Background: an optimization exercise with open tools, aiming at small area. Do not read the settings as production practice.
Function was checked by simulation only, so behaviour that the tests miss may differ from the original.
No activity file was given, so power comes from the tool's default toggle rates.

**flow/design.v**
```verilog
`default_nettype none
`timescale 1ns/1ps
module aoi222 (
	input  wire  a0,
	input  wire  b0,
	input  wire  a1,
	input  wire  b1,
	input  wire  a2,
	input  wire  b2,
	output logic y
);
	assign y = ~((a0 & b0) | (a1 & b1) | (a2 & b2));
endmodule
module aoi22 (
	input  wire  a0,
	input  wire  b0,
	input  wire  a1,
	input  wire  b1,
	output logic y
);
	assign y = ~((a0 & b0) | (a1 & b1));
endmodule
`default_nettype wire
`default_nettype none
`timescale 1ns/1ps
module vga_timing (
	input  wire [9:0] draw_x,
	input  wire [9:0] draw_y,
	output logic      vis1,
	output logic      top1,
	output logic      hs,
	output logic      vs,
	output logic      blank
);
	logic x0;
	assign x0 = (draw_x == 10'd0);
	assign vis1 = (draw_x != 10'd0) && (draw_x <= 10'd640) && (draw_y < 10'd480);
	assign top1 = x0 ? ((draw_y != 10'd0) && (draw_y <= 10'd240)) : (draw_y < 10'd240);
	assign blank = (draw_x >= 10'd2) && (draw_x < 10'd642) && (draw_y < 10'd480);
	assign hs    = !((draw_x >= 10'd658) && (draw_x < 10'd754));
	assign vs    = (draw_x >= 10'd2) ? !((draw_y == 10'd490) || (draw_y == 10'd491))
	                                 : !((draw_y == 10'd491) || (draw_y == 10'd492));
endmodule
`default_nettype wire
`default_nettype none
`timescale 1ns/1ps
module object_scanner (
	input  wire [9:0]   draw_x,
	input  wire [9:0]   draw_y,
	input  wire [255:0] objects,
	output logic [3:0]  idx_next
);
	function automatic logic in_span(
		input logic [9:0] p,
		input logic [9:0] o,
		input logic [1:0] k
	);
		logic [10:0] b;
		logic [9:0]  x;
		logic [9:0]  z;
		b[0] = 1'b0;
		for (int i = 0; i < 10; i++) begin
			x[i]   = p[i] ^ o[i];
			z[i]   = (x[i] == b[i]);
			b[i+1] = (~p[i] & o[i]) | (~x[i] & b[i]);
		end
		in_span = !b[10] && ((z[9:3] | (7'b0000111 >> (2'd3 - k))) == 7'h7f);
	endfunction
	function automatic logic obj_covers(
		input logic [31:0] obj,
		input logic [9:0]  px,
		input logic [9:0]  py
	);
		obj_covers = (obj[31:26] != 6'd0) && (obj[5:2] != 4'd15) &&
			in_span(px, obj[25:16], obj[27:26]) && in_span(py, obj[15:6], obj[27:26]);
	endfunction
	always_comb begin
		idx_next = 4'd15;
		for (int i = 7; i >= 0; i--) begin
			if (obj_covers(objects[i*32 +: 32], draw_x, draw_y)) idx_next = objects[i*32 + 2 +: 4];
		end
	end
endmodule
`default_nettype wire
`default_nettype none
`timescale 1ns/1ps
module onehot_or #(
	parameter int N = 17
) (
	input  wire [N-1:0] sel,
	input  wire [N-1:0] d,
	output logic        y
);
	localparam int G = (N + 2) / 3;
	logic [G-1:0] t;
	for (genvar g = 0; g < G; g++) begin : g_grp
		if (3*g + 2 < N) begin : g3
			aoi222 u (.a0(sel[3*g]), .b0(d[3*g]), .a1(sel[3*g+1]), .b1(d[3*g+1]),
				.a2(sel[3*g+2]), .b2(d[3*g+2]), .y(t[g]));
		end else if (3*g + 1 < N) begin : g2
			aoi22 u (.a0(sel[3*g]), .b0(d[3*g]), .a1(sel[3*g+1]), .b1(d[3*g+1]), .y(t[g]));
		end else begin : g1
			assign t[g] = ~(sel[3*g] & d[3*g]);
		end
	end
	assign y = ~&t;
endmodule
`default_nettype wire
`default_nettype none
`timescale 1ns/1ps
module sprite_display_top (
	input  wire         CLK,
	input  wire         RESET,
	input  wire         avl_cs,
	input  wire         avl_read,
	input  wire         avl_write,
	input  wire [3:0]   avl_byte_en,
	input  wire [8:0]   avl_addr,
	input  wire [31:0]  avl_writedata,
	output logic [31:0] readdata,
	output logic [3:0]  red,
	output logic [3:0]  green,
	output logic [3:0]  blue,
	output logic        hs,
	output logic        vs,
	output logic        blank,
	output logic        pixel_clk
);
	logic [3:0]   widx;
	logic [31:0]  words [16];
	logic [255:0] objects;
	logic [255:0] palette;
	assign widx = {avl_addr[8], avl_addr[2:0]};
	logic [31:0] wdata;
	logic [15:0] wsel;
	logic [3:0]  lsel;
	assign wdata = avl_writedata & {32{~RESET}};
	assign lsel  = avl_byte_en | {4{RESET}};
	for (genvar w = 0; w < 16; w++) begin : g_word
		assign wsel[w] = RESET | (avl_cs & avl_write & (widx == w));
		for (genvar b = 0; b < 4; b++) begin : g_lane
			always_ff @(posedge CLK) begin
				if (wsel[w] & lsel[b]) words[w][b*8 +: 8] <= wdata[b*8 +: 8];
			end
		end
		if (w < 8) begin : g_obj
			assign objects[w*32 +: 32] = words[w];
		end else begin : g_pal
			assign palette[(w-8)*32 +: 32] = words[w];
		end
	end
	logic [16:0] rsel;
	logic [31:0] rd_next;
	always_comb begin
		for (int w = 0; w < 16; w++) begin
			rsel[w] = ~RESET & avl_cs & avl_read & (widx == w);
		end
		rsel[16] = ~RESET & ~(avl_cs & avl_read);
	end
	for (genvar i = 0; i < 32; i++) begin : g_rd
		logic [16:0] d;
		for (genvar w = 0; w < 16; w++) begin : g_w
			assign d[w] = words[w][i];
		end
		assign d[16] = readdata[i];
		onehot_or #(.N(17)) u_or (.sel(rsel), .d(d), .y(rd_next[i]));
	end
	always_ff @(posedge CLK) begin
		readdata <= rd_next;
	end
	logic       pix_phase;
	logic [9:0] draw_x;
	logic [9:0] draw_y;
	assign pixel_clk = pix_phase;
	logic line_end;
	assign line_end = pix_phase & (draw_x == 10'd799);
	always_ff @(posedge CLK) begin
		if (RESET | line_end) begin
			{draw_x, pix_phase} <= '0;
		end else begin
			{draw_x, pix_phase} <= {draw_x, pix_phase} + 11'd1;
		end
	end
	always_ff @(posedge CLK) begin
		if (RESET) begin
			draw_y <= '0;
		end else if (line_end) begin
			if (draw_y == 10'd524) draw_y <= '0;
			else draw_y <= draw_y + 1'b1;
		end
	end
	logic vis1;
	logic top1;
	vga_timing i_vga_timing (
		.draw_x(draw_x),
		.draw_y(draw_y),
		.vis1  (vis1),
		.top1  (top1),
		.hs    (hs),
		.vs    (vs),
		.blank (blank)
	);
	logic [3:0] idx_next;
	logic [3:0] idx;
	object_scanner i_scanner (
		.draw_x  (draw_x),
		.draw_y  (draw_y),
		.objects (objects),
		.idx_next(idx_next)
	);
	always_ff @(posedge CLK) begin
		if (pix_phase) idx <= idx_next;
	end
	logic [15:0] csel;
	logic        load;
	logic [11:0] rgb;
	logic [11:0] rgb_next;
	assign load = ~RESET & pix_phase & vis1;
	always_comb begin
		for (int j = 0; j < 15; j++) begin
			csel[j] = load & ((idx == j) ||
				(j == 7 && idx == 4'd15 && top1) || (j == 3 && idx == 4'd15 && !top1));
		end
		csel[15] = ~RESET & ~pix_phase;
	end
	for (genvar i = 0; i < 12; i++) begin : g_rgb
		logic [15:0] d;
		for (genvar j = 0; j < 15; j++) begin : g_j
			assign d[j] = palette[(j/2)*32 + ((j % 2 == 1) ? 13 : 1) + i];
		end
		assign d[15] = rgb[i];
		onehot_or #(.N(16)) u_or (.sel(csel), .d(d), .y(rgb_next[i]));
	end
	always_ff @(posedge CLK) begin
		rgb <= rgb_next;
	end
	assign red   = rgb[11:8];
	assign green = rgb[7:4];
	assign blue  = rgb[3:0];
endmodule
`default_nettype wire
```
**flow/flow/run.sh**
```bash
#!/bin/bash
# the standard layout, with an area-oriented abc mapping script (registers untouched),
# single-drive port buffers and a smaller clock tree
set -euo pipefail
here=$(pwd)
export FLOW_SYNTH_TCL=$here/synth_recipe.tcl
export MY_ABC_SCRIPT=$here/flow/area.abc
bash standard.sh \
  "SYNTH_SCRIPT=$here/flow/my_synth.tcl" \
  "BUFFER_PORTS_ARGS=-buffer_cell sky130_fd_sc_hd__buf_1" \
  "CTS_ARGS=-sink_clustering_enable -repair_clock_nets -buf_list sky130_fd_sc_hd__clkbuf_16 -sink_clustering_size 28 -sink_clustering_max_diameter 150 -dont_use_dummy_load" \
  finish > standard.log 2>&1
```
**flow/flow/area.abc**
```
&get -n
&st
&dch
&nf -R 1000 -E 20
&st
&syn2
&if -g -K 6
&synch2
&nf -R 1000 -E 20
&st
&syn2
&if -g -K 6
&synch2
&nf -R 1000 -E 20
&put
```
**flow/flow/my_synth.tcl**
```tcl
# The standard flow's synthesis script, with ORFS's abc call given this folder's abc script
set f [open $::env(FLOW_SYNTH_TCL)]; set my_txt [read $f]; close $f
set f [open $::env(SCRIPTS_DIR)/synth.tcl]; set synth_txt [read $f]; close $f
set synth_txt [string map [list {log_cmd abc {*}$abc_args} "lset abc_args 1 $::env(MY_ABC_SCRIPT); log_cmd abc {*}\$abc_args"] $synth_txt]
set my_txt [string map [list {source $::env(SCRIPTS_DIR)/synth.tcl} $synth_txt] $my_txt]
eval $my_txt
```
**flow/standard.sh**
```bash
#!/bin/bash
# synth_recipe.tcl (not shown) runs the flow's synth.tcl, then flattens the netlist and writes it again
# the make line also repeats each setting of config.mk as NAME=value (left out here)
make -C /OpenROAD-flow-scripts/flow DESIGN_CONFIG=/design/flow/config.mk WORK_HOME=/design/flow/orfs CLKGATE_MAP_FILE= SYNTH_SCRIPT=/design/flow/synth_recipe.tcl "${@:-finish}"
```
**flow/config.mk**
```make
export PLATFORM = sky130hd
export DESIGN_NAME = sprite_display_top
export DESIGN_NICKNAME = sprite_display_top
export VERILOG_FILES = /design/flow/design.v
export SDC_FILE = /design/flow/constraint.sdc
export NUM_CORES = 4
export LEC_CHECK = 0
export CAP_MARGIN = 20
export CORE_MARGIN = 2
export CORE_UTILIZATION = 40
export PLACE_DENSITY = 0.6
export SLEW_MARGIN = 20
export SYNTH_HIERARCHICAL = 1
```
**flow/constraint.sdc**
```tcl
create_clock -name core_clock -period 8.0 [get_ports {CLK}]
set_input_delay 1.6000 -clock core_clock [delete_from_list [all_inputs] [get_ports {CLK}]]
set_output_delay 1.6000 -clock core_clock [all_outputs]
set_load 0.01 [all_outputs]
```
==> flow_metrics.tcl, run 1 <==
set metrics [dict create \
    boundaryPins 98 \
    cts_tree "yes" \
    global_route_usage_over_all_layers_pct 24.4 \
    detailedRoute.firstIterationViolations 3201 \
    post-dp-hpwl_mm 61.3 \
    fp-row-count 92 \
    max-cap-violations 0 \
    postCtsResizedCells 0 \
    path_clk_slew_ns 0.11 \
    cts_buffers 24 \
    cts-root-to-sink-buffers 3 \
    synth-async-reset-ratio_pct 0 \
    routedWlPerCell_um 31.0 \
    post_synth_inst_count 1682 \
    cp-end-kind "flip-flop" \
    pin_count_of_the_biggest_net_entering_global_routing 40 \
    finalWirelength_mm 82.6 \
    synth_fp_nets 1879 \
    clk_latency_ns 0.61 \
    synth_largest_type_area_fraction_pct 60.3 \
    overall_die_height_um 258 \
    fmax_mhz 153 \
    route.detailed.drc 0 \
    antenna_found_initial 2 \
    synth_flop_type "sky130_fd_sc_hd__edfxtp_1" \
    synthesis.area_per_instance_um2 15.3 \
    synth_edf_count 516 \
    io_buffers 92 \
    fin_tns_setup_ns 0 \
    gp_routability_congestion 0.977 \
    dp.cells 2639 \
    cts-root-buf "sky130_fd_sc_hd__clkbuf_16" \
    htree_num_levels 1 \
    dr.pass1.iters 9 \
    floorplan.core_area_um2 63300 \
    crit_path_max_fanout 11 \
    final_period_minus_worst_setup_slack_ns 6.55 \
    synthesis.yosys.warnings 9 \
    vias_per_cell 6.45 \
    via_count 17195 \
    max_stage_delay_ns 0.60 \
    crit_slowest_cell "sky130_fd_sc_hd__dfxtp_1" \
    hold_path_class "flip-flop to flip-flop" \
    timing.clock.skew_ns 0.0524 \
    outcome "finished clean" \
    number_of_global_route_vias_before_repair 16956 \
    timing_worst_slew_pin_value_ns 1.12 \
    power.density_cell_area_nw_per_um2 203 \
    yosys.area.top_type "sky130_fd_sc_hd__edfxtp_1" \
    crit_top_cell "sky130_fd_sc_hd__fa_1" \
    final_layout_size_suffix_gt1_share_pct 6.33 \
    postCtsHoldBufs 0 \
    timing.critical_path.arrival_ns 6.90 \
    numClockSinks 581 \
    global_route.overflow_total 0 \
    grt_setup_unrepaired "false" \
    cts_post_setup_buffers_inserted 0 \
    synth_area_leaders "sky130_fd_sc_hd__edfxtp_1 (60%), sky130_fd_sc_hd__fa_1 (8.7%), sky130_fd_sc_hd__a222oi_1 (8.6%)" \
    cell_area_after_synthesis_um2 25700 \
    max-vdd-ir-drop_mv 0.166 \
    timing.critical_path.from_type "flip-flop" \
    yosys_reg_bits 581 \
    post_route_fraction_of_the_period_consumed_by_the_critical_path_pct 81.8 \
    antenna_violating_nets_post_route 0 \
    hold_viol_final 0 \
    post_synth_most_frequent_cells "sky130_fd_sc_hd__edfxtp_1 (516), sky130_fd_sc_hd__a222oi_1 (220), sky130_fd_sc_hd__nor2_1 (152)" \
    fin_cells 2665 \
    worst_slew_margin_rel_pct 24.9 \
    post-synth-top-count-cell "sky130_fd_sc_hd__edfxtp_1" \
    initial_core_util_pct 40.6 \
    ys_seq_area_share_pct 65.3 \
    global_route_wire_length_before_repair_mm 118 \
    syn2layout_area_growth_pct 8.86 \
    critical_path_class "flip-flop to flip-flop" \
    finalNetCount 2017 \
    die_w_um 258 \
    finalMaxSlewViolations 0 \
    area_of_the_die_um2 66300 \
    setup_viol 0 \
    critical_path_required_time_ns 8.35 \
    crit_chain "clkinv_1 -> ha_1 -> nand2_1 -> o21bai_1 -> a21oi_1 -> fa_1 -> fa_1 -> clkinv_1 -> fa_1 -> fa_1 -> fa_1 -> fa_1 -> clkinv_1 -> fa_1 -> nor2_1 -> nand3_1 -> nor4_1 -> o311a_1 -> nor2_1 -> a22o_1 -> mux2i_1 -> o41ai_1" \
    synth_cell_type_count 48 \
    power.static_leakage_nw 8.68 \
]
[cell usage in the layout (no fill, tap or decap), drive strengths merged, types with 6 or more instances in the layout]
master | Yosys | layout
xor2 | 13 | 13
nor3 | 18 | 18
nand3 | 48 | 48
fa | 112 | 112
clkinv | 103 | 103
nor2 | 152 | 152
o21bai | 17 | 17
edfxtp | 516 | 516
o41ai | 6 | 6
ha | 35 | 35
a21oi | 46 | 46
nand4 | 30 | 30
o31ai | 6 | 6
clkbuf | 0 | 24
nor2b | 35 | 35
buf | 32 | 144
a22oi | 39 | 39
nor4 | 20 | 20
dfxtp | 65 | 65
nand2 | 57 | 57
a31oi | 6 | 6
o21ai | 12 | 12
and4 | 34 | 34
a222oi | 220 | 220
[per-module statistics from Yosys, one instance, submodules excluded, excerpt]
module | copies in the design | cells | flip-flops and latches
object_scanner | 1 | 421 | 0
aoi22 | 32 | 1 | 0
aoi222 | 220 | 1 | 0
sprite_display_top | 1 | 877 | 581
vga_timing | 1 | 32 | 0
[stage by stage]
step	util (%)	worst slack [ns]	power [W]	cell area (um2)	hold slack [ns]
2_1_floorplan	-	2.85	0.00405	25700	0.440
3_5_place_dp	43.2	1.63	0.00432	27300	0.464
4_1_cts	44.1	1.58	0.00570	27900	0.499
5_1_grt	44.2	1.18	0.00587	28000	0.513
6_report	44.2	1.45	0.00569	28000	0.492
3_3_place_gp	43.2	1.76	0.00431	27300	0.459
[path summary, 6_finish.rpt]
path                from     endpoint  slack, ns  depth (start not counted)
max            draw_y[1]       idx[2]       1.45                         22
min          words[4][1]  readdata[1]       0.49                          2
max reg2reg    draw_y[1]       idx[2]       1.45                         22
min reg2reg  words[4][1]  readdata[1]       0.49                          2
[kinds of logic (layout without fill, tap and decap cells)]
| kind of cell | count (synthesis) | in the layout | synth area share (%) |
|---|---|---|---|
| other | 0 | 1 | 0 |
| and+or+nand+nor | 426 | 426 | 8.47 |
| muxes | 5 | 5 | 0.195 |
| DFF | 581 | 581 | 65.3 |
| adders and majority gates | 147 | 147 | 10.4 |
| AOI/OAI and AO/OA | 373 | 373 | 12.6 |
| xor gates and xnor gates | 15 | 15 | 0.511 |
| buffers and inverters | 135 | 271 | 2.44 |
[flip-flops by register name (all words and copies together) (netlist names)]
register,flops
words,512
readdata,32
rgb,12
draw_x,10
draw_y,10
idx,4
pix_phase,1
[power breakdown]
part	leakage, nW	internal, W	switching [W]
Combinational	3.12	0.000140	0.000339
Sequential	5.26	0.00360	0.000184
Clock	0.296	0.000541	0.000886
[layer usage]
| metal | vias up | track usage (%) | routed length (um) |
|---|---|---|---|
| met3 | 111 | 3.55 | 8750 |
| met4 | 0 | 7.10 | 2320 |
| met5 | - | 0 | 0 |
| met1 | 8753 | 34.0 | 32100 |
| li1 | 7177 | - | - |
| met2 | 1154 | 40.0 | 39400 |
[cell type report]
cell class,count,area (um2)
diodes,1,2.50
clock buffers,24,601
fillers,5695,35300
inverters,103,387
multi-input cells,966,8400
flip-flops and latches,581,16800
well taps,846,1060
repair buffers,144,737
[critical path: cells and delay by family (launching register included)]
kind,cells,cell delay [ns]
adders and majority gates,8,2.86
AOI/OAI and AO/OA,5,1.12
and+or+nand+nor,5,0.84
buffers and inverters,3,0.61
DFF,1,0.60
muxes,1,0.23
==> inputs of run 2 (changes only) <==
--- a/flow/design.v
+++ b/flow/design.v
@@ -60,5 +60,10 @@
 		logic [9:0]  z;
 		b[0] = 1'b0;
-		for (int i = 0; i < 10; i++) begin
+		for (int i = 0; i < 3; i++) begin
+			x[i]   = p[i] ^ o[i];
+			z[i]   = 1'b0;
+			b[i+1] = o[i] ? (~p[i] | b[i]) : (~p[i] & b[i]);
+		end
+		for (int i = 3; i < 10; i++) begin
 			x[i]   = p[i] ^ o[i];
 			z[i]   = (x[i] == b[i]);
==> run 2 against run 1 <==
  * Setup slack better by 0.57 ns
  * Non-clock buffer count increased by 11
  * Register-to-register slack improved by 0.57 ns
  * Clock-buffer cell count unchanged
  * Critical path depth shrank 5
  * Largest cell class unchanged
==> flow_metrics.tcl, run 2 <==
set metrics [dict create \
    cts-root-to-sink-buffers 3 \
    fillers 5735 \
    clk_latency_ns 0.62 \
    whs_endpoint "rgb[3]" \
    global_route_wire_length_before_repair_mm 122 \
    numClockSinks 581 \
    detailedRoute.firstIterationViolations 3158 \
    path_clk_slew_ns 0.11 \
    synth_flop_type "sky130_fd_sc_hd__edfxtp_1" \
    outcome "finished clean" \
    number_of_global_route_vias_before_repair 17212 \
    cts_tree "yes" \
    power.static_leakage_nw 8.60 \
    critical_path_required_time_ns 8.38 \
    syn2layout_area_growth_pct 9.34 \
    power.density_cell_area_nw_per_um2 204 \
    dp.cells 2656 \
    timing.rr.end "idx[2]" \
    fin_cells 2682 \
    cp-end-kind "flip-flop" \
    io_buffers 92 \
    final_layout_size_suffix_gt1_share_pct 7.25 \
    area_of_the_die_um2 65900 \
    die_w_um 257 \
    fp-row-count 92 \
    finalNetCount 2002 \
    worst_slew_margin_rel_pct 14.5 \
    dr.pass1.iters 8 \
    vias_per_cell 6.51 \
    cts-root-buf "sky130_fd_sc_hd__clkbuf_16" \
    setup_viol 0 \
    gp_routability_congestion 0.975 \
    timing.clock.skew_ns 0.0544 \
    timing.rr.start "draw_x[1]" \
    cell_area_after_synthesis_um2 25500 \
    yosys.area.top_type "sky130_fd_sc_hd__edfxtp_1" \
    final_period_minus_worst_setup_slack_ns 5.98 \
    synth-async-reset-ratio_pct 0 \
    synth_area_leaders "sky130_fd_sc_hd__edfxtp_1 (61%), sky130_fd_sc_hd__fa_1 (8.8%), sky130_fd_sc_hd__a222oi_1 (8.6%)" \
    global_route.usage.met3_pct 4.85 \
    post_synth_most_frequent_cells "sky130_fd_sc_hd__edfxtp_1 (516), sky130_fd_sc_hd__a222oi_1 (220), sky130_fd_sc_hd__nor2_1 (150)" \
    grt_util_met2_pct 42.2 \
    most_common_cell_after_layout_fill_and_taps_aside "sky130_fd_sc_hd__edfxtp_1" \
    pin_count_of_the_biggest_net_entering_global_routing 36 \
    hold_path_startpoint "rgb[3]" \
    initial_core_util_pct 40.5 \
    groute.layer.met1.usage_pct 34.5 \
    largest_reg_flops 512 \
    gr-max-usage-layer "met2" \
    timing.critical_path.arrival_ns 6.36 \
    postCtsResizedCells 0 \
    overall_die_height_um 257 \
    post_synth_inst_count 1688 \
    hold_viol_final 0 \
    most-common-layout-cells "sky130_fd_sc_hd__edfxtp_1 (516), sky130_fd_sc_hd__a222oi_1 (220), sky130_fd_sc_hd__clkinv_1 (127)" \
    rrSetupSlack_ns 2.02 \
    max-vdd-ir-drop_mv 0.146 \
    htree_num_levels 1 \
    synth_cell_type_count 47 \
    global_route.overflow_total 0 \
    timing_worst_slew_pin_value_ns 1.27 \
    via_count 17462 \
    global_route_usage_over_all_layers_pct 25.9 \
    post_route_fraction_of_the_period_consumed_by_the_critical_path_pct 74.8 \
    post-synth-top-count-cell "sky130_fd_sc_hd__edfxtp_1" \
    finalWirelength_mm 87.4 \
    crit_path_max_fanout 13 \
    min_delay_path_depth 2 \
    synth_edf_count 516 \
    hold_path_class "flip-flop to flip-flop" \
    cts_buffers 24 \
    synth_fp_nets 1853 \
    post-dp-hpwl_mm 63.0 \
    synthesis.area_per_instance_um2 15.1 \
    registers.top_by_ff_count "words" \
    yosys_reg_bits 581 \
    timing.critical_path.from_type "flip-flop" \
    finalMaxSlewViolations 0 \
    synthesis.yosys.warnings 9 \
    route.detailed.drc 0 \
    cts_post_setup_buffers_inserted 0 \
    postCtsHoldBufs 0 \
    ys_seq_area_share_pct 65.8 \
    grt_setup_unrepaired "false" \
    largestRegisters "words (512), readdata (32), rgb (12)" \
    floorplan.core_area_um2 63100 \
    routedWlPerCell_um 32.6 \
    fin_tns_setup_ns 0 \
    boundaryPins 98 \
    max-cap-violations 0 \
    worst_reg_to_reg_cells 17 \
    antenna_violating_nets_post_route 0 \
    fmax_mhz 167 \
    synth_largest_type_area_fraction_pct 60.7 \
    critical_path_class "flip-flop to flip-flop" \
    antenna_found_initial 6 \
]
-- run 2: layout make-up --
cell class | count | area (um2) | area share, %
multi-input cells | 948 | 8170 | 29.2
clock buffers | 24 | 601 | 2.15
diodes | 1 | 2.50 | 0.00896
inverters | 127 | 477 | 1.71
repair buffers | 155 | 826 | 2.96
flip-flops and latches | 581 | 16800 | 60.1
well taps | 846 | 1060 | 3.79
-- run 2: kinds of logic after synthesis --
| logic type | share of synthesized area (%) |
|---|---|
| flops | 65.8 |
| simple gates | 8.98 |
| compound gates | 11.7 |
| buf+inv | 2.81 |
| fa+ha+maj | 10.2 |
| xor+xnor | 0.514 |
| mux | 0.0392 |
-- run 2: stage by stage --
stage	hold WS [ns]	utilization [%]	setup slack, ns	power, W	area, um2
2_1_floorplan	0.440	-	3.30	0.00403	25500
3_3_place_gp	0.475	43.2	2.25	0.00429	27300
3_5_place_dp	0.477	43.3	2.15	0.00431	27300
4_1_cts	0.501	44.2	2.19	0.00569	27900
5_1_grt	0.532	44.3	1.85	0.00585	27900
6_report	0.504	44.3	2.02	0.00570	27900
-- run 2: metal layers --
metal,vias to the layer above,routed length [um]
met5,-,27
met4,4,3640
met3,177,9470
met2,1168,41400
met1,8951,32800
li1,7162,-
-- run 2: power by group --
group / internal (W) / leakage, nW / switching, W
Clock: 0.000541 / 0.296 / 0.000905
Combinational: 0.000134 / 3.04 / 0.000342
Sequential: 0.00360 / 5.26 / 0.000175
-- run 2: critical path: stages (launching register included) --
cell	delay (ns)
sky130_fd_sc_hd__dfxtp_1	0.71
sky130_fd_sc_hd__maj3_1	0.27
sky130_fd_sc_hd__maj3_1	0.18
sky130_fd_sc_hd__fa_1	0.18
sky130_fd_sc_hd__fa_1	0.23
sky130_fd_sc_hd__clkinv_1	0.10
sky130_fd_sc_hd__fa_1	0.39
sky130_fd_sc_hd__fa_1	0.39
sky130_fd_sc_hd__fa_1	0.42
sky130_fd_sc_hd__fa_1	0.38
sky130_fd_sc_hd__clkinv_1	0.07
sky130_fd_sc_hd__fa_1	0.40
sky130_fd_sc_hd__nor4b_1	0.35
sky130_fd_sc_hd__o2111ai_1	0.16
sky130_fd_sc_hd__a21oi_1	0.87
sky130_fd_sc_hd__nor3_1	0.15
sky130_fd_sc_hd__a211oi_1	0.38
sky130_fd_sc_hd__o22ai_1	0.15
-- run 2: worst max-delay path by stage --
stage / slack (ns) / startpoint / to / depth (start not counted)
final: 2.02 / draw_x[1] / idx[2] / 17
after global routing: 1.85 / draw_x[0] / idx[3] / 18
after detailed placement: 2.15 / draw_x[0] / idx[2] / 18
after CTS: 2.19 / draw_x[0] / idx[2] / 18
after floorplan: 3.30 / draw_y[1] / idx[0] / 19
after global placement: 2.25 / draw_x[0] / idx[2] / 18
-- run 2: per-module statistics from Yosys, one instance, submodules excluded, a selection --
module              flip-flops and latches  area [um2]  copies in the design  cells inside
sprite_display_top                     581       18400                     1           879
object_scanner                           0        3940                     1           425
vga_timing                               0         180                     1            32
aoi222                                   0        10.0                   220             1
aoi22                                    0        7.51                    32             1
==> inputs of run 3 (changes only) <==
--- a/flow/config.mk
+++ b/flow/config.mk
@@ -8,6 +8,6 @@
 export CAP_MARGIN = 20
 export CORE_MARGIN = 2
-export CORE_UTILIZATION = 40
-export PLACE_DENSITY = 0.6
+export CORE_UTILIZATION = 55
+export PLACE_DENSITY = 0.7
 export SLEW_MARGIN = 20
 export SYNTH_HIERARCHICAL = 1
==> run 3 against run 2 <==
  * Still clean on timing, DRC and antenna
  * Clock skew shrank 0.027 ns
  * Via count grew 0.14%
  * Setup slack lost 0.24 ns
  * Synthesized cell count is the same
  * Clock power is essentially flat
  * Total power shrank 0.60%
  * Global-route usage grew 8.7 points
  * Non-clock buffer count shrank 14
  * Critical path depth grew 2
  * Routed wire length shrank 5.4%
  * Worst hold slack lost 0.0017 ns
  * Combinational power shrank 3%
==> flow_metrics.tcl, run 3 <==
set metrics [dict create \
    area_of_the_multi_input_gates_um2 8170 \
    gp_routability_congestion 1.06 \
    yosys_reg_bits 581 \
    postCtsResizedCells 0 \
    fin_tns_setup_ns 0 \
    crit_chain "maj3_1 -> maj3_1 -> fa_1 -> fa_1 -> clkinv_1 -> fa_1 -> fa_1 -> fa_1 -> fa_1 -> clkinv_1 -> fa_1 -> nand4b_1 -> a41o_1 -> nor4_1 -> o31ai_2 -> o22ai_1 -> nor2_1 -> o21ai_0 -> o21ai_0" \
    post-dp-hpwl_mm 60.3 \
    critical_path_class "flip-flop to flip-flop" \
    cts-root-to-sink-buffers 3 \
    number_of_global_route_vias_before_repair 17052 \
    floorplan.core_area_um2 45600 \
    most-common-layout-cells "sky130_fd_sc_hd__edfxtp_1 (516), sky130_fd_sc_hd__a222oi_1 (220), sky130_fd_sc_hd__clkinv_1 (127)" \
    post-synth-top-count-cell "sky130_fd_sc_hd__edfxtp_1" \
    post_route_fraction_of_the_period_consumed_by_the_critical_path_pct 77.7 \
    syn2layout_area_growth_pct 7.78 \
    most_common_cell_after_layout_fill_and_taps_aside "sky130_fd_sc_hd__edfxtp_1" \
    synth_flop_type "sky130_fd_sc_hd__edfxtp_1" \
    postCtsHoldBufs 0 \
    numClockSinks 581 \
    cts_buffers 24 \
    worst_slew_margin_rel_pct 16.6 \
    synth-async-reset-ratio_pct 0 \
    timing.rr.start "draw_y[1]" \
    power.density_cell_area_nw_per_um2 206 \
    cts_tree "yes" \
    initial_core_util_pct 56.0 \
    route.detailed.drc 0 \
    path_clk_slew_ns 0.11 \
    timing.clock.skew_ns 0.0272 \
    fillers 3472 \
    cts-root-buf "sky130_fd_sc_hd__clkbuf_16" \
    fmax_mhz 161 \
    fin_util_pct 60.4 \
    hold_viol_final 0 \
    critPathBufInv 2 \
    synth_fp_nets 1853 \
    max_stage_delay_ns 0.89 \
    cell_area_after_synthesis_um2 25500 \
    die_w_um 219 \
    htree_num_levels 1 \
    outcome "finished clean" \
    synth_edf_count 516 \
    final_period_minus_worst_setup_slack_ns 6.22 \
    crit_path_max_fanout 17 \
    clk_latency_ns 0.60 \
    registers.top_by_ff_count "words" \
    max-vdd-ir-drop_mv 0.217 \
    timing_worst_slew_pin_value_ns 1.25 \
    timing.critical_path.max_delay_family "adder cells" \
    hold_path_class "flip-flop to flip-flop" \
    vias_per_cell 7.21 \
    global_route_usage_over_all_layers_pct 34.6 \
    antenna_violating_nets_post_route 0 \
    synth_largest_type_area_fraction_pct 60.7 \
    pin_count_of_the_biggest_net_entering_global_routing 33 \
    crit_top_cell "sky130_fd_sc_hd__fa_1" \
    grt_setup_unrepaired "false" \
    finalMaxSlewViolations 0 \
    post_synth_inst_count 1688 \
    synth_cell_type_count 47 \
    sequential_cell_area_um2 16800 \
    area_of_the_die_um2 48200 \
    timing.critical_path.from_type "flip-flop" \
    post_synth_most_frequent_cells "sky130_fd_sc_hd__edfxtp_1 (516), sky130_fd_sc_hd__a222oi_1 (220), sky130_fd_sc_hd__nor2_1 (150)" \
    fp-row-count 78 \
    synth_area_leaders "sky130_fd_sc_hd__edfxtp_1 (61%), sky130_fd_sc_hd__fa_1 (8.8%), sky130_fd_sc_hd__a222oi_1 (8.6%)" \
    cp-end-kind "flip-flop" \
    dr.pass1.iters 9 \
    overall_die_height_um 219 \
    synthesis.yosys.warnings 9 \
    yosys.area.top_type "sky130_fd_sc_hd__edfxtp_1" \
    boundaryPins 98 \
    hold_path_startpoint "words[4][1]" \
    finalWirelength_mm 82.6 \
    global_route_wire_length_before_repair_mm 116 \
    critical_path.startpoint "draw_y[1]" \
    setup_viol 0 \
    synthesis.area_per_instance_um2 15.1 \
    largestRegisters "words (512), readdata (32), rgb (12)" \
    finalNetCount 1988 \
    detailedRoute.firstIterationViolations 3393 \
    via_count 17487 \
    max-cap-violations 0 \
    ys_seq_area_share_pct 65.8 \
    final_layout_size_suffix_gt1_share_pct 6.75 \
    routedWlPerCell_um 34.1 \
    antenna_found_initial 3 \
    critical_path_required_time_ns 8.34 \
    global_route.overflow_total 0 \
    crit_slowest_cell "sky130_fd_sc_hd__dfxtp_1" \
    largest_reg_flops 512 \
    io_buffers 92 \
    timing.critical_path.arrival_ns 6.56 \
    cts_post_setup_buffers_inserted 0 \
    power.static_leakage_nw 8.53 \
]
==> run 3: cell counts after synthesis <==
Identical to the previous run, type by type.
==> run 3: modules after synthesis (local to each module, per instance), excerpt <==
module,copies in the design,flops+latches,area (um2)
sprite_display_top,1,581,18400
object_scanner,1,0,3940
vga_timing,1,0,180
aoi222,220,0,10.0
aoi22,32,0,7.51
==> run 3: final timing paths <==
kind              slack, ns  depth (start not counted)     endpoint
hold reg to reg        0.50                          2  readdata[1]
setup / recovery       1.78                         19       idx[1]
setup reg to reg       1.78                         19       idx[1]
hold / removal         0.50                          2  readdata[1]
==> run 3: cell type report <==
cell class	count	share of cell area [%]
Sequential cell	581	61.0
Antenna cell	4	0.0364
Clock buffer	24	2.18
Inverter	127	1.73
Timing Repair Buffer	141	2.62
Tap cell	600	2.73
Multi-Input combinational cell	948	29.7
==> run 3: through the flow <==
stage | instances | worst slack (ns) | total power, W | instance area (um2) | hold WS [ns]
after floorplan | 1688 | 3.30 | 0.00403 | 25500 | 0.440
after global placement | 2395 | 2.16 | 0.00427 | 26800 | 0.472
after detailed placement | 2397 | 2.05 | 0.00429 | 26900 | 0.470
after CTS | 2421 | 2.03 | 0.00564 | 27500 | 0.500
after global routing | 2421 | 1.63 | 0.00581 | 27500 | 0.543
final | 2425 | 1.78 | 0.00566 | 27500 | 0.503
==> run 3: power by group <==
part	internal (W)	switching, W	leakage (nW)
registers	0.00360	0.000176	5.26
clock network	0.000541	0.000884	0.296
logic	0.000129	0.000331	2.97
==> run 3: logic make-up (layout without fill, tap and decap cells) <==
family	Yosys count	count (layout)	share of synthesized area, %
flip-flops	581	581	65.8
AND/OR/NAND/NOR	445	445	8.98
AO/OA/AOI/OAI	340	340	11.7
buffers and inverters	159	292	2.81
adder cells (fa/ha/maj)	147	147	10.2
XOR/XNOR	15	15	0.514
multiplexers	1	1	0.0392
other	0	4	0
==> run 3: worst reg2reg max path, stage by stage (launching register included) <==
cell and delay [ns]:
sky130_fd_sc_hd__dfxtp_1 0.89, sky130_fd_sc_hd__maj3_1 0.44, sky130_fd_sc_hd__maj3_1 0.27, sky130_fd_sc_hd__fa_1 0.20, sky130_fd_sc_hd__fa_1 0.18, sky130_fd_sc_hd__clkinv_1 0.10
sky130_fd_sc_hd__fa_1 0.43, sky130_fd_sc_hd__fa_1 0.40, sky130_fd_sc_hd__fa_1 0.39, sky130_fd_sc_hd__fa_1 0.38, sky130_fd_sc_hd__clkinv_1 0.07, sky130_fd_sc_hd__fa_1 0.40
sky130_fd_sc_hd__nand4b_1 0.36, sky130_fd_sc_hd__a41o_1 0.39, sky130_fd_sc_hd__nor4_1 0.36, sky130_fd_sc_hd__o31ai_2 0.25, sky130_fd_sc_hd__o22ai_1 0.22, sky130_fd_sc_hd__nor2_1 0.07
sky130_fd_sc_hd__o21ai_0 0.07, sky130_fd_sc_hd__o21ai_0 0.11
==> run 3: metal layers <==
metal	up-vias	share of wire, %	routed length [um]	GRT usage (%)
met3	221	13	10700	9.11
met2	1355	47	38800	55.8
met1	8775	35	29100	44.7
met4	0	5.0	4090	14.4
met5	-	0	0	0
li1	7136	-	-	-
==> inputs of run 4 (changes only) <==
--- a/flow/flow/run.sh
+++ b/flow/flow/run.sh
@@ -6,6 +6,11 @@
 export FLOW_SYNTH_TCL=$here/synth_recipe.tcl
 export MY_ABC_SCRIPT=$here/flow/area.abc
+# the platform's don't-use cells, and the larger plain buffers so repair uses small ones
+dont_use="$(make -s -C $FLOW_HOME DESIGN_CONFIG=$here/config.mk print-DONT_USE_CELLS 2>/dev/null | sed 's/^DONT_USE_CELLS[:=] *//') sky130_fd_sc_hd__buf_4 sky130_fd_sc_hd__buf_6 sky130_fd_sc_hd__buf_8 sky130_fd_sc_hd__buf_12 sky130_fd_sc_hd__buf_16"
+echo "$dont_use" > dont_use.txt
 bash standard.sh \
   "SYNTH_SCRIPT=$here/flow/my_synth.tcl" \
+  "DONT_USE_CELLS=$dont_use" \
+  "MIN_BUF_CELL_AND_PORTS=sky130_fd_sc_hd__buf_2 A X" \
   "BUFFER_PORTS_ARGS=-buffer_cell sky130_fd_sc_hd__buf_1" \
   "CTS_ARGS=-sink_clustering_enable -repair_clock_nets -buf_list sky130_fd_sc_hd__clkbuf_16 -sink_clustering_size 28 -sink_clustering_max_diameter 150 -dont_use_dummy_load" \
--- a/flow/config.mk
+++ b/flow/config.mk
@@ -8,6 +8,6 @@
 export CAP_MARGIN = 20
 export CORE_MARGIN = 2
-export CORE_UTILIZATION = 55
-export PLACE_DENSITY = 0.7
+export CORE_UTILIZATION = 40
+export PLACE_DENSITY = 0.6
 export SLEW_MARGIN = 20
 export SYNTH_HIERARCHICAL = 1
==> run 4 against run 3 <==
  * Sequential power is essentially flat
  * Utilization fell by 16 points
  * Clock skew is 0.025 ns higher
  * Sequential cell count is the same
  * Final cell count rose by 10%
  * Largest power group unchanged
==> flow_metrics.tcl, run 4 <==
set metrics [dict create \
    synth_fp_nets 1853 \
    synthesis.area_per_instance_um2 15.1 \
    timing.rr.end "idx[0]" \
    detailedRoute.firstIterationViolations 3299 \
    timing_worst_slew_pin_value_ns 1.22 \
    layout_setup_ws_ns 1.74 \
    global_route.overflow_total 0 \
    cp-end-kind "flip-flop" \
    fmax_mhz 160 \
    final_layout_size_suffix_gt1_share_pct 4.21 \
    power.static_leakage_nw 8.67 \
    outcome "finished clean" \
    syn2layout_area_growth_pct 9.90 \
    cts-root-buf "sky130_fd_sc_hd__clkbuf_16" \
    fp-row-count 92 \
    timing.critical_path.from_type "flip-flop" \
    postCtsHoldBufs 0 \
    crit_slowest_cell "sky130_fd_sc_hd__dfxtp_1" \
    path_clk_slew_ns 0.12 \
    initial_core_util_pct 40.4 \
    io_buffers 92 \
    synthesis.yosys.warnings 9 \
    global_route_wire_length_before_repair_mm 123 \
    hold_viol_final 0 \
    final_period_minus_worst_setup_slack_ns 6.26 \
    vias_per_cell 6.47 \
    worst_slew_margin_rel_pct 17.9 \
    placed_area_um2 27300 \
    number_of_global_route_vias_before_repair 17294 \
    synth_edf_count 516 \
    fin_tns_setup_ns 0 \
    routedWlPerCell_um 32.8 \
    synth_largest_type_area_fraction_pct 60.9 \
    post-dp-hpwl_mm 65.0 \
    synth-async-reset-ratio_pct 0 \
    dr.pass1.iters 9 \
    antenna_violating_nets_post_route 0 \
    timing.critical_path.max_delay_family "adder cells" \
    routed-wl-met3_mm 9.34 \
    power.total_w 0.00569 \
    synth_flop_type "sky130_fd_sc_hd__edfxtp_1" \
    pin_count_of_the_biggest_net_entering_global_routing 33 \
    min_delay_path_depth 2 \
    via_count 17317 \
    postCtsResizedCells 0 \
    route.detailed.drc 0 \
    critical_path_class "flip-flop to flip-flop" \
    whs_endpoint "readdata[0]" \
    crit_top_cell "sky130_fd_sc_hd__fa_1" \
    post-synth-top-count-cell "sky130_fd_sc_hd__edfxtp_1" \
    worst_reg_to_reg_cells 20 \
    registers.top_by_ff_count "words" \
    ys_seq_area_share_pct 66.0 \
    synth_cell_type_count 47 \
    global_route_usage_over_all_layers_pct 26.2 \
    cts_buffers 24 \
    clk_latency_ns 0.61 \
    max-vdd-ir-drop_mv 0.184 \
    antenna_found_initial 2 \
    post_route_fraction_of_the_period_consumed_by_the_critical_path_pct 78.2 \
    yosys.area.top_type "sky130_fd_sc_hd__edfxtp_1" \
    crit_chain "nand2b_1 -> maj3_1 -> maj3_1 -> fa_1 -> fa_1 -> clkinv_1 -> fa_1 -> fa_1 -> fa_1 -> fa_1 -> clkinv_1 -> fa_1 -> nand4b_1 -> a41o_1 -> nor4_1 -> o31ai_2 -> o22ai_1 -> nor2_1 -> o21ai_0 -> o21ai_0" \
    place_ws_ns 1.92 \
    stdcell_area_um2 28000 \
    floorplan.core_area_um2 63000 \
    yosys_reg_bits 581 \
    cts-root-to-sink-buffers 3 \
    critical_path_required_time_ns 8.36 \
    die_w_um 256 \
    gp_routability_congestion 1.04 \
    most_common_cell_after_layout_fill_and_taps_aside "sky130_fd_sc_hd__edfxtp_1" \
    finalWirelength_mm 87.7 \
    overall_die_height_um 256 \
    numClockSinks 581 \
    setup_viol 0 \
    max_stage_delay_ns 0.79 \
    timing.hold.ws_ns 0.475 \
    area_of_the_die_um2 65700 \
    finalNetCount 1997 \
    dr.max_layer_used "met5" \
    htree_num_levels 1 \
    hold_path_class "flip-flop to flip-flop" \
    crit_path_max_fanout 15 \
    met2_wirelength_mm 41.8 \
    routed_metal_1_wire_length_mm 32.7 \
    cts_tree "yes" \
    rrSetupSlack_ns 1.74 \
    most-common-layout-cells "sky130_fd_sc_hd__edfxtp_1 (516), sky130_fd_sc_hd__a222oi_1 (220), sky130_fd_sc_hd__clkinv_1 (127)" \
    timing.clock.skew_ns 0.0525 \
    finalMaxSlewViolations 0 \
    max-cap-violations 0 \
    grt_setup_unrepaired "false" \
    largest_reg_flops 512 \
    largestRegisters "words (512), readdata (32), rgb (12)" \
    power.density_cell_area_nw_per_um2 203 \
    cell_area_after_synthesis_um2 25500 \
    timing.rr.start "draw_y[0]" \
    critPathBufInv 2 \
    post_synth_most_frequent_cells "sky130_fd_sc_hd__edfxtp_1 (516), sky130_fd_sc_hd__a222oi_1 (220), sky130_fd_sc_hd__nor2_1 (150)" \
    timing.critical_path.arrival_ns 6.61 \
    boundaryPins 98 \
    cts_post_setup_buffers_inserted 0 \
    post_synth_inst_count 1688 \
    hold_path_startpoint "words[4][0]" \
    synth_area_leaders "sky130_fd_sc_hd__edfxtp_1 (61%), sky130_fd_sc_hd__fa_1 (8.8%), sky130_fd_sc_hd__a222oi_1 (8.6%)" \
]
## run 4: changes by cell type in the layout (fill, tap and decap cells not counted), sizes merged
cell | previous run | this run
bufbuf | 0 | 1
clkdlybuf4s18 | 0 | 7
clkdlybuf4s15 | 0 | 1
buf | 141 | 92
diode | 4 | 2
clkbuf | 24 | 25
dlygate4sd1 | 0 | 48
## run 4: power breakdown
group          leakage [nW]  total (W)  internal (W)  switching (W)
clock network         0.296    0.00144      0.000542       0.000903
registers              5.26    0.00378       0.00360       0.000177
logic                  3.11   0.000470      0.000130       0.000340
total                  8.67    0.00569       0.00427        0.00142
## run 4: per-stage QoR
step,utilization (%),instances
global route,44.4,2676
finish,44.4,2678
global placement,43.4,2651
detailed placement,43.4,2651
floorplan,-,1688
CTS,44.4,2675
## run 4: logic make-up after synthesis
kind of cell             count (synthesis)  synth area share (%)
adder cells (fa/ha/maj)                147                  10.2
buffers and inverters                  159                  2.50
AND/OR/NAND/NOR                        445                  9.00
XOR/XNOR                                15                 0.516
flip-flops                             581                  66.0
AO/OA/AOI/OAI                          340                  11.8
multiplexers                             1                0.0393
## run 4: how the worst max path moves through the flow
stage,from,end,slack (ns),depth (start not counted)
final,draw_y[0],idx[0],1.74,20
after global routing,draw_y[0],idx[1],1.54,20
after CTS,draw_y[0],idx[1],1.93,20
after detailed placement,draw_y[0],idx[1],1.92,20
after global placement,draw_y[0],idx[1],1.97,20
after floorplan,draw_y[1],idx[0],3.30,19
## run 4: metal layers
metal | global-route usage, % | vias to the layer above
met3 | 6.33 | 187
met4 | 9.97 | 4
met1 | 33.5 | 8839
li1 | - | 7151
met5 | 0 | -
met2 | 43.1 | 1136
## run 4: cell type report
class | count | area [um2]
Tap cell | 846 | 1060
Timing Repair Buffer | 150 | 873
Inverter | 127 | 477
Fill cell | 5637 | 35000
Antenna cell | 2 | 5.00
Clock buffer | 24 | 601
Multi-Input combinational cell | 948 | 8170
Sequential cell | 581 | 16800
## run 4: worst reg2reg max path: cells and delay by family (launching register included)
family | cells | cell delay [ns]
adders and majority gates | 9 | 2.96
DFF | 1 | 0.79
AOI/OAI and AO/OA | 5 | 1.13
buffers and inverters | 2 | 0.16
and+or+nand+nor | 4 | 1.00
## run 4: per-module statistics from Yosys, one instance, submodules excluded, a selection
module	cells	cell area, um2	times used
aoi22	1	7.51	32
aoi222	1	10.0	220
object_scanner	425	3940	1
sprite_display_top	879	18300	1
vga_timing	32	180	1
==> inputs of run 5 (changes only) <==
--- a/flow/design.v
+++ b/flow/design.v
@@ -48,5 +48,5 @@
 	input  wire [9:0]   draw_x,
 	input  wire [9:0]   draw_y,
-	input  wire [255:0] objects,
+	input  wire [255:0] objects,   
 	output logic [3:0]  idx_next
 );
@@ -80,8 +80,9 @@
 			in_span(px, obj[25:16], obj[27:26]) && in_span(py, obj[15:6], obj[27:26]);
 	endfunction
+	localparam logic [31:0] OBJ_INV = 32'h021E_8780;
 	always_comb begin
 		idx_next = 4'd15;
 		for (int i = 7; i >= 0; i--) begin
-			if (obj_covers(objects[i*32 +: 32], draw_x, draw_y)) idx_next = objects[i*32 + 2 +: 4];
+			if (obj_covers(objects[i*32 +: 32] ^ OBJ_INV, draw_x, draw_y)) idx_next = objects[i*32 + 2 +: 4];
 		end
 	end
@@ -110,4 +111,21 @@
 	end
 	assign y = ~&t;
+endmodule
+module onehot_or_inv (
+	input  wire [16:0] sel,
+	input  wire [16:0] d,
+	input  wire        obj_any,
+	output logic       y
+);
+	logic [5:0] t;
+	logic       nv;
+	aoi222 u0 (.a0(sel[0]), .b0(d[0]), .a1(sel[1]), .b1(d[1]), .a2(sel[2]), .b2(d[2]), .y(t[0]));
+	aoi222 u1 (.a0(sel[3]), .b0(d[3]), .a1(sel[4]), .b1(d[4]), .a2(sel[5]), .b2(d[5]), .y(t[1]));
+	aoi22  u2 (.a0(sel[6]), .b0(d[6]), .a1(sel[7]), .b1(d[7]), .y(t[2]));
+	aoi222 u3 (.a0(sel[8]), .b0(d[8]), .a1(sel[9]), .b1(d[9]), .a2(sel[10]), .b2(d[10]), .y(t[3]));
+	aoi222 u4 (.a0(sel[11]), .b0(d[11]), .a1(sel[12]), .b1(d[12]), .a2(sel[13]), .b2(d[13]), .y(t[4]));
+	aoi222 u5 (.a0(sel[14]), .b0(d[14]), .a1(sel[15]), .b1(d[15]), .a2(sel[16]), .b2(d[16]), .y(t[5]));
+	assign nv = ~(obj_any & t[0] & t[1] & t[2]);
+	assign y  = ~(nv & t[3] & t[4] & t[5]);
 endmodule
 `default_nettype wire
@@ -137,8 +155,11 @@
 	logic [255:0] palette;
 	assign widx = {avl_addr[8], avl_addr[2:0]};
+	localparam logic [31:0] OBJ_INV = 32'h021E_8780;
 	logic [31:0] wdata;
+	logic [31:0] wdata_obj;
 	logic [15:0] wsel;
 	logic [3:0]  lsel;
-	assign wdata = avl_writedata & {32{~RESET}};
+	assign wdata     = avl_writedata & {32{~RESET}};
+	assign wdata_obj = wdata ^ OBJ_INV;
 	assign lsel  = avl_byte_en | {4{RESET}};
 	for (genvar w = 0; w < 16; w++) begin : g_word
@@ -146,5 +167,5 @@
 		for (genvar b = 0; b < 4; b++) begin : g_lane
 			always_ff @(posedge CLK) begin
-				if (wsel[w] & lsel[b]) words[w][b*8 +: 8] <= wdata[b*8 +: 8];
+				if (wsel[w] & lsel[b]) words[w][b*8 +: 8] <= (w < 8) ? wdata_obj[b*8 +: 8] : wdata[b*8 +: 8];
 			end
 		end
@@ -156,4 +177,5 @@
 	end
 	logic [16:0] rsel;
+	logic        robj;
 	logic [31:0] rd_next;
 	always_comb begin
@@ -162,4 +184,5 @@
 		end
 		rsel[16] = ~RESET & ~(avl_cs & avl_read);
+		robj     = |rsel[7:0];
 	end
 	for (genvar i = 0; i < 32; i++) begin : g_rd
@@ -169,5 +192,9 @@
 		end
 		assign d[16] = readdata[i];
-		onehot_or #(.N(17)) u_or (.sel(rsel), .d(d), .y(rd_next[i]));
+		if (OBJ_INV[i]) begin : g_inv
+			onehot_or_inv u_or (.sel(rsel), .d(d), .obj_any(robj), .y(rd_next[i]));
+		end else begin : g_pos
+			onehot_or #(.N(17)) u_or (.sel(rsel), .d(d), .y(rd_next[i]));
+		end
 	end
 	always_ff @(posedge CLK) begin
==> flow/flow/run.sh (replaced) <==
#!/bin/bash
# the standard layout, with an area-oriented abc mapping script (registers untouched),
# single-drive port buffers and a smaller clock tree
set -euo pipefail
here=$(pwd)
export FLOW_SYNTH_TCL=$here/synth_recipe.tcl
export MY_ABC_SCRIPT=$here/flow/area.abc
bash standard.sh \
  "SYNTH_SCRIPT=$here/flow/my_synth.tcl" \
  "BUFFER_PORTS_ARGS=-buffer_cell sky130_fd_sc_hd__buf_1" \
  "CTS_ARGS=-sink_clustering_enable -repair_clock_nets -buf_list sky130_fd_sc_hd__clkbuf_16 -sink_clustering_size 28 -sink_clustering_max_diameter 150 -dont_use_dummy_load" \
  finish > standard.log 2>&1
==> run 5 against run 4 <==
  * Largest cell class unchanged
  * Area after synthesis shrank 0.29%
  * Largest power group unchanged
  * Synthesized cell count shrank 0.30%
  * Still clean
  * Utilization shrank 0.51 points
  * Critical endpoint is now idx[2]
==> flow_metrics.tcl, run 5 <==
set metrics [dict create \
    final_layout_size_suffix_gt1_share_pct 6.77 \
    power.density_cell_area_nw_per_um2 205 \
    fp-row-count 92 \
    via_count 17403 \
    outcome "finished clean" \
    numClockSinks 581 \
    critical_path_required_time_ns 8.33 \
    antenna_violating_nets_post_route 0 \
    io_buffers 92 \
    met2_wirelength_mm 39.4 \
    yosys_reg_bits 581 \
    overall_die_height_um 256 \
    timing.critical_path.arrival_ns 6.79 \
    grt_setup_unrepaired "false" \
    worst_reg_to_reg_cells 17 \
    synth_cell_type_count 46 \
    path_clk_slew_ns 0.11 \
    crit_path_max_fanout 24 \
    timing.clock.skew_ns 0.0484 \
    critical_path_class "flip-flop to flip-flop" \
    die_w_um 256 \
    stdcell_area_um2 27700 \
    post-dp-hpwl_mm 61.2 \
    post_route_fraction_of_the_period_consumed_by_the_critical_path_pct 80.7 \
    route.detailed.drc 0 \
    postCtsResizedCells 0 \
    boundaryPins 98 \
    dr.max_layer_used "met4" \
    worst_slew_margin_rel_pct 18.2 \
    most-common-layout-cells "sky130_fd_sc_hd__edfxtp_1 (516), sky130_fd_sc_hd__a222oi_1 (220), sky130_fd_sc_hd__nor2_1 (125)" \
    synth_area_leaders "sky130_fd_sc_hd__edfxtp_1 (61%), sky130_fd_sc_hd__fa_1 (8.8%), sky130_fd_sc_hd__a222oi_1 (8.7%)" \
    synth_largest_type_area_fraction_pct 61.0 \
    cts_tree "yes" \
    cts-root-buf "sky130_fd_sc_hd__clkbuf_16" \
    synth-async-reset-ratio_pct 0 \
    timing_worst_slew_pin_value_ns 1.23 \
    finalWirelength_mm 84.9 \
    cts_post_setup_buffers_inserted 0 \
    diodes 0 \
    routed-wl-met3_mm 9.95 \
    synthesis.yosys.warnings 9 \
    synth_flop_type "sky130_fd_sc_hd__edfxtp_1" \
    cell_area_after_synthesis_um2 25400 \
    area_of_the_die_um2 65500 \
    initial_core_util_pct 40.3 \
    ys_seq_area_share_pct 66.2 \
    postCtsHoldBufs 0 \
    final_period_minus_worst_setup_slack_ns 6.46 \
    fmax_mhz 155 \
    cp-end-kind "flip-flop" \
    antenna_found_initial 0 \
    timing.rr.start "draw_y[1]" \
    cts-root-to-sink-buffers 3 \
    hold_viol_final 0 \
    finalNetCount 1983 \
    largest_reg_flops 512 \
    vias_per_cell 6.54 \
    hold_path_class "flip-flop to flip-flop" \
    fillers 5637 \
    post_synth_most_frequent_cells "sky130_fd_sc_hd__edfxtp_1 (516), sky130_fd_sc_hd__a222oi_1 (220), sky130_fd_sc_hd__nor2_1 (153)" \
    cts_buffers 24 \
    synth_fp_nets 1848 \
    number_of_global_route_vias_before_repair 16976 \
    global_route_wire_length_before_repair_mm 122 \
    global_route_usage_over_all_layers_pct 25.5 \
    max-vdd-ir-drop_mv 0.142 \
    placed_area_um2 27000 \
    yosys.area.top_type "sky130_fd_sc_hd__edfxtp_1" \
    htree_num_levels 1 \
    most_common_cell_after_layout_fill_and_taps_aside "sky130_fd_sc_hd__edfxtp_1" \
    detailedRoute.firstIterationViolations 3767 \
    finalMaxSlewViolations 0 \
    fin_tns_setup_ns 0 \
    floorplan.core_area_um2 63000 \
    global_route.overflow_total 0 \
    rrSetupSlack_ns 1.54 \
    critical_path.startpoint "draw_y[1]" \
    max-cap-violations 0 \
    timing.critical_path.from_type "flip-flop" \
    registers.top_by_ff_count "words" \
    dr.pass1.iters 11 \
    setup_viol 0 \
    routed_metal_1_wire_length_mm 32.4 \
    post-synth-top-count-cell "sky130_fd_sc_hd__edfxtp_1" \
    hold_path_startpoint "words[4][0]" \
    pin_count_of_the_biggest_net_entering_global_routing 42 \
    routedWlPerCell_um 31.9 \
    post_synth_inst_count 1683 \
    power.static_leakage_nw 8.15 \
    gp_routability_congestion 0.962 \
    syn2layout_area_growth_pct 8.96 \
    synth_edf_count 516 \
    clk_latency_ns 0.63 \
    min_delay_path_depth 2 \
    largestRegisters "words (512), readdata (32), rgb (12)" \
    synthesis.area_per_instance_um2 15.1 \
]
==> run 5: changes by cell type after synthesis, sizes merged, moves of 11 or more <==
cell	change
a21oi	+36
nand4	+20
maj3	-31
clkinv	-29
o22ai	+11
nand2	+18
nor3	-17
==> run 5: per-layer routing <==
layer / global-route usage (%) / vias up
met4: 8.06 / 0
met2: 40.8 / 1213
li1: - / 7200
met3: 4.78 / 176
met5: 0 / -
met1: 35.3 / 8814
==> run 5: report_power, final <==
| group | leakage (nW) | internal [W] | switching [W] |
|---|---|---|---|
| combinational | 2.52 | 0.000120 | 0.000322 |
| sequential | 5.33 | 0.00360 | 0.000182 |
| clock | 0.296 | 0.000541 | 0.000907 |
==> run 5: worst paths after layout <==
check / endpoint
worst min register to register: readdata[0]
worst max register to register: idx[2]
worst max-delay path: idx[2]
worst min-delay path: readdata[0]
==> run 5: metrics by stage <==
| stage | hold WS (ns) | std cells | total power [W] | worst slack (ns) | util (%) |
|---|---|---|---|---|---|
| final | 0.491 | 2662 | 0.00567 | 1.54 | 43.9 |
| after global routing | 0.520 | 2662 | 0.00584 | 1.12 | 43.9 |
| after CTS | 0.494 | 2662 | 0.00567 | 1.56 | 43.9 |
| after detailed placement | 0.466 | 2638 | 0.00428 | 1.57 | 42.9 |
| after global placement | 0.461 | 2636 | 0.00427 | 1.70 | 42.8 |
| after floorplan | 0.440 | 1683 | 0.00402 | 2.57 | - |
==> run 5: per-module statistics from Yosys, one instance, submodules excluded, excerpt <==
module | times used | flops+latches
aoi22 | 32 | 0
aoi222 | 220 | 0
object_scanner | 1 | 0
onehot_or_inv | 10 | 0
sprite_display_top | 1 | 581
vga_timing | 1 | 0
==> run 5: layout make-up <==
cell class / instances / area, um2 / share of cell area, %
clock buffers: 24 / 601 / 2.17
inverters: 98 / 368 / 1.33
multi-input cells: 972 / 8120 / 29.4
flip-flops and latches: 581 / 16800 / 60.7
well taps: 846 / 1060 / 3.83
repair buffers: 141 / 714 / 2.58
==> run 5: worst max-delay path, stage by stage (launching register included) <==
cell,delay [ns]
sky130_fd_sc_hd__dfxtp_1,0.91
sky130_fd_sc_hd__o22ai_1,0.19
sky130_fd_sc_hd__a21oi_1,0.18
sky130_fd_sc_hd__a21oi_1,0.10
sky130_fd_sc_hd__fa_1,0.46
sky130_fd_sc_hd__fa_1,0.39
sky130_fd_sc_hd__fa_1,0.39
sky130_fd_sc_hd__fa_1,0.40
sky130_fd_sc_hd__fa_1,0.39
sky130_fd_sc_hd__fa_1,0.39
sky130_fd_sc_hd__fa_1,0.49
sky130_fd_sc_hd__nand4b_1,0.12
sky130_fd_sc_hd__nor4_1,0.28
sky130_fd_sc_hd__nand2_1,0.08
sky130_fd_sc_hd__nor3_1,0.82
sky130_fd_sc_hd__a311oi_1,0.18
sky130_fd_sc_hd__a211oi_1,0.29
sky130_fd_sc_hd__o21ai_0,0.14
==> run 5: cells by family after synthesis <==
| kind of cell | share of synthesized area, % |
|---|---|
| compound gates | 13.1 |
| buf+inv | 2.40 |
| flops | 66.2 |
| mux | 0.0394 |
| simple gates | 8.78 |
| xor+xnor | 0.483 |
| fa+ha+maj | 9.02 |
==> inputs of run 6 (changes only) <==
--- a/flow/config.mk
+++ b/flow/config.mk
@@ -8,6 +8,6 @@
 export CAP_MARGIN = 20
 export CORE_MARGIN = 2
-export CORE_UTILIZATION = 40
-export PLACE_DENSITY = 0.6
+export CORE_UTILIZATION = 55
+export PLACE_DENSITY = 0.7
 export SLEW_MARGIN = 20
 export SYNTH_HIERARCHICAL = 1
==> run 6 against run 5 <==
  * Clock-buffer cell count unchanged
  * Non-clock buffer count down 6
  * Worst hold slack worse by 0.0071 ns
  * Via count up 1.6%
  * Highest routed layer is now met5
  * Routed wire length down 4.8%
  * Sequential power about the same
  * Setup slack worse by 0.13 ns
  * Fmax down 2.0%
  * Final cell count down 9.5%
  * Area after synthesis unchanged
  * Sequential cell count unchanged
  * Design area down 1.3%
==> flow_metrics.tcl, run 6 <==
set metrics [dict create \
    outcome "finished clean" \
    largest_reg_flops 512 \
    synth_area_leaders "sky130_fd_sc_hd__edfxtp_1 (61%), sky130_fd_sc_hd__fa_1 (8.8%), sky130_fd_sc_hd__a222oi_1 (8.7%)" \
    post-dp-hpwl_mm 57.4 \
    critical_path.startpoint "draw_y[1]" \
    number_of_global_route_vias_before_repair 17438 \
    cell_area_after_synthesis_um2 25400 \
    boundaryPins 98 \
    synth-async-reset-ratio_pct 0 \
    global_route_wire_length_before_repair_mm 117 \
    path_clk_slew_ns 0.11 \
    registers.top_by_ff_count "words" \
    ys_seq_area_share_pct 66.2 \
    layout_setup_ws_ns 1.41 \
    htree_num_levels 1 \
    finalNetCount 1977 \
    overall_die_height_um 219 \
    fmax_mhz 152 \
    synthesis.area_per_instance_um2 15.1 \
    synthesis.yosys.warnings 9 \
    syn2layout_area_growth_pct 7.52 \
    timing.critical_path.arrival_ns 6.93 \
    post_synth_inst_count 1683 \
    max-vdd-ir-drop_mv 0.201 \
    synth_cell_type_count 46 \
    timing.clock.skew_ns 0.0272 \
    finalWirelength_mm 80.8 \
    place_ws_ns 1.52 \
    grt_setup_unrepaired "false" \
    cts_tree "yes" \
    postCtsHoldBufs 0 \
    crit_path_max_fanout 24 \
    postCtsResizedCells 0 \
    cts_post_setup_buffers_inserted 0 \
    diodes 0 \
    synth_largest_type_area_fraction_pct 61.0 \
    largestRegisters "words (512), readdata (32), rgb (12)" \
    timing.rr.end "idx[2]" \
    worst_reg_to_reg_cells 19 \
    die_w_um 219 \
    fp-row-count 78 \
    route.detailed.drc 0 \
    rrSetupSlack_ns 1.41 \
    via_count 17678 \
    setup_viol 0 \
    critical_path_required_time_ns 8.34 \
    cts_buffers 24 \
    most_common_cell_after_layout_fill_and_taps_aside "sky130_fd_sc_hd__edfxtp_1" \
    hold_path_class "flip-flop to flip-flop" \
    cp-end-kind "flip-flop" \
    detailedRoute.firstIterationViolations 3817 \
    hold_viol_final 0 \
    sequential_cell_area_um2 16800 \
    final_layout_size_suffix_gt1_share_pct 6.13 \
    yosys_reg_bits 581 \
    post_synth_most_frequent_cells "sky130_fd_sc_hd__edfxtp_1 (516), sky130_fd_sc_hd__a222oi_1 (220), sky130_fd_sc_hd__nor2_1 (153)" \
    pin_count_of_the_biggest_net_entering_global_routing 40 \
    synth_edf_count 516 \
    vias_per_cell 7.34 \
    synth_fp_nets 1848 \
    clk_latency_ns 0.61 \
    initial_core_util_pct 55.8 \
    synth_flop_type "sky130_fd_sc_hd__edfxtp_1" \
    timing.rr.start "draw_y[1]" \
    numClockSinks 581 \
    post_route_fraction_of_the_period_consumed_by_the_critical_path_pct 82.4 \
    area_of_the_die_um2 47900 \
    global_route.overflow_total 0 \
    fin_tns_setup_ns 0 \
    global_route_usage_over_all_layers_pct 34.0 \
    power.static_leakage_nw 8.13 \
    yosys.area.top_type "sky130_fd_sc_hd__edfxtp_1" \
    finalMaxSlewViolations 0 \
    critical_path_class "flip-flop to flip-flop" \
    worst_slew_margin_rel_pct 18.3 \
    cts-root-to-sink-buffers 3 \
    dr.pass1.iters 9 \
    most-common-layout-cells "sky130_fd_sc_hd__edfxtp_1 (516), sky130_fd_sc_hd__a222oi_1 (220), sky130_fd_sc_hd__nor2_1 (135)" \
    worst_setup_path_endpoint "idx[2]" \
    timing_worst_slew_pin_value_ns 1.22 \
    post-synth-top-count-cell "sky130_fd_sc_hd__edfxtp_1" \
    area_of_the_multi_input_gates_um2 8110 \
    gp_routability_congestion 0.967 \
    power.density_cell_area_nw_per_um2 207 \
    fillers 3560 \
    timing.critical_path.from_type "flip-flop" \
    antenna_found_initial 1 \
    antenna_violating_nets_post_route 0 \
    cts-root-buf "sky130_fd_sc_hd__clkbuf_16" \
    io_buffers 92 \
    power.total_w 0.00565 \
    routedWlPerCell_um 33.5 \
    floorplan.core_area_um2 45500 \
    max-cap-violations 0 \
    final_period_minus_worst_setup_slack_ns 6.59 \
]
==> run 6: cell types whose count changed in the layout (fill, tap and decap cells not counted), sizes merged <==
cell / delta
buf: -7
clkbuf: +1
==> run 6: report_power, final <==
group	internal, W	switching (W)
registers	0.00360	0.000186
clock network	0.000541	0.000896
logic	0.000116	0.000313
total	0.00426	0.00140
==> run 6: final cells by class <==
class / count / share of cell area, %
flip-flops and latches: 581 / 61.5
inverters: 98 / 1.35
multi-input cells: 972 / 29.7
well taps: 600 / 2.75
repair buffers: 135 / 2.45
clock buffers: 24 / 2.20
==> run 6: layer usage <==
metal | track usage [%] | vias to the layer above | share of wire, %
li1 | - | 7183 | -
met4 | 12.5 | 2 | 4.1
met3 | 8.22 | 207 | 14
met5 | 0 | - | 0.016
met1 | 47.3 | 8839 | 36
met2 | 52.6 | 1447 | 46
==> run 6: worst max-delay path, cell delays in order, from the launching register on <==
cell and delay (ns):
sky130_fd_sc_hd__dfxtp_1 0.92, sky130_fd_sc_hd__o22ai_1 0.14, sky130_fd_sc_hd__a21oi_1 0.18, sky130_fd_sc_hd__a21oi_1 0.10, sky130_fd_sc_hd__fa_1 0.45, sky130_fd_sc_hd__fa_1 0.38, sky130_fd_sc_hd__fa_1 0.38, sky130_fd_sc_hd__fa_1 0.43
sky130_fd_sc_hd__fa_1 0.44, sky130_fd_sc_hd__fa_1 0.40, sky130_fd_sc_hd__fa_1 0.52, sky130_fd_sc_hd__nand4_1 0.14, sky130_fd_sc_hd__a41oi_1 0.23, sky130_fd_sc_hd__nand4_1 0.12, sky130_fd_sc_hd__nor3_1 0.83, sky130_fd_sc_hd__nor2_1 0.22
sky130_fd_sc_hd__nand2_1 0.13, sky130_fd_sc_hd__nand3_1 0.07, sky130_fd_sc_hd__o21ai_0 0.11, sky130_fd_sc_hd__o21ai_0 0.14
==> run 6: kinds of logic after synthesis <==
group | after synthesis | share of synthesized area, %
DFF | 581 | 66.2
and+or+nand+nor | 440 | 8.78
AOI/OAI and AO/OA | 401 | 13.1
buffers and inverters | 130 | 2.40
adders and majority gates | 116 | 9.02
xor gates and xnor gates | 14 | 0.483
muxes | 1 | 0.0394
==> run 6: Yosys stat by module (local to each module, per instance), excerpt <==
module | flops+latches | times used
object_scanner | 0 | 1
aoi222 | 0 | 220
onehot_or_inv | 0 | 10
vga_timing | 0 | 1
aoi22 | 0 | 32
sprite_display_top | 581 | 1
==> run 6: per-stage QoR <==
stage / utilization, % / instances / instance area, um2 / hold slack, ns
CTS: 59.9 / 2409 / 27200 / 0.489
finish: 60.0 / 2410 / 27300 / 0.483
floorplan: - / 1683 / 25400 / 0.440
detailed placement: 58.6 / 2385 / 26600 / 0.458
global route: 60.0 / 2410 / 27300 / 0.521
global placement: 58.5 / 2385 / 26600 / 0.459
==> run 6: how the worst min path moves through the flow <==
stage            startpoint            to  slack (ns)  cells past startpoint
2_1_floorplan   words[4][0]   readdata[0]        0.44                      2
3_3_place_gp   words[9][25]  readdata[25]        0.46                      2
3_5_place_dp    words[4][0]   readdata[0]        0.46                      2
4_1_cts         words[4][0]   readdata[0]        0.49                      2
5_1_grt         words[4][0]   readdata[0]        0.52                      2
6_report        words[4][0]   readdata[0]        0.48                      2

-- re-timing with driven ports --
How much do the figures lean on ideal ports? The routed layouts below were timed once more, with nothing changed but the port constraints.
Step 1, drivers: a clkbuf_16 drives CLK and a buf_2 each remaining input, both assumed.
Step 2 moves the port delays by t, midway between the first and last clock arrival at a register: inputs arrive t later, outputs are due t later. That takes back most of the time a late clock gives input paths.
Three values: ideal ports, drivers, drivers and shift; two values: the first two.
| run | shift t [ns] | setup slack, ns | slew at the worst register clock pin (ns) |
|---|---|---|---|
| run 1 | 0.647 | 1.452 / 1.452 / 1.452 | 0.12 / 0.12 |
| run 2 | 0.658 | 2.017 / 2.017 / 2.017 | 0.12 / 0.12 |
| run 3 | 0.645 | 1.782 / 1.782 / 1.782 | 0.12 / 0.12 |
| run 4 | 0.643 | 1.742 / 1.742 / 1.742 | 0.12 / 0.12 |
| run 5 | 0.668 | 1.542 / 1.542 / 1.542 | 0.12 / 0.12 |
| run 6 | 0.644 | 1.410 / 1.410 / 1.410 | 0.11 / 0.11 |
After both steps every run listed still meets setup and hold.
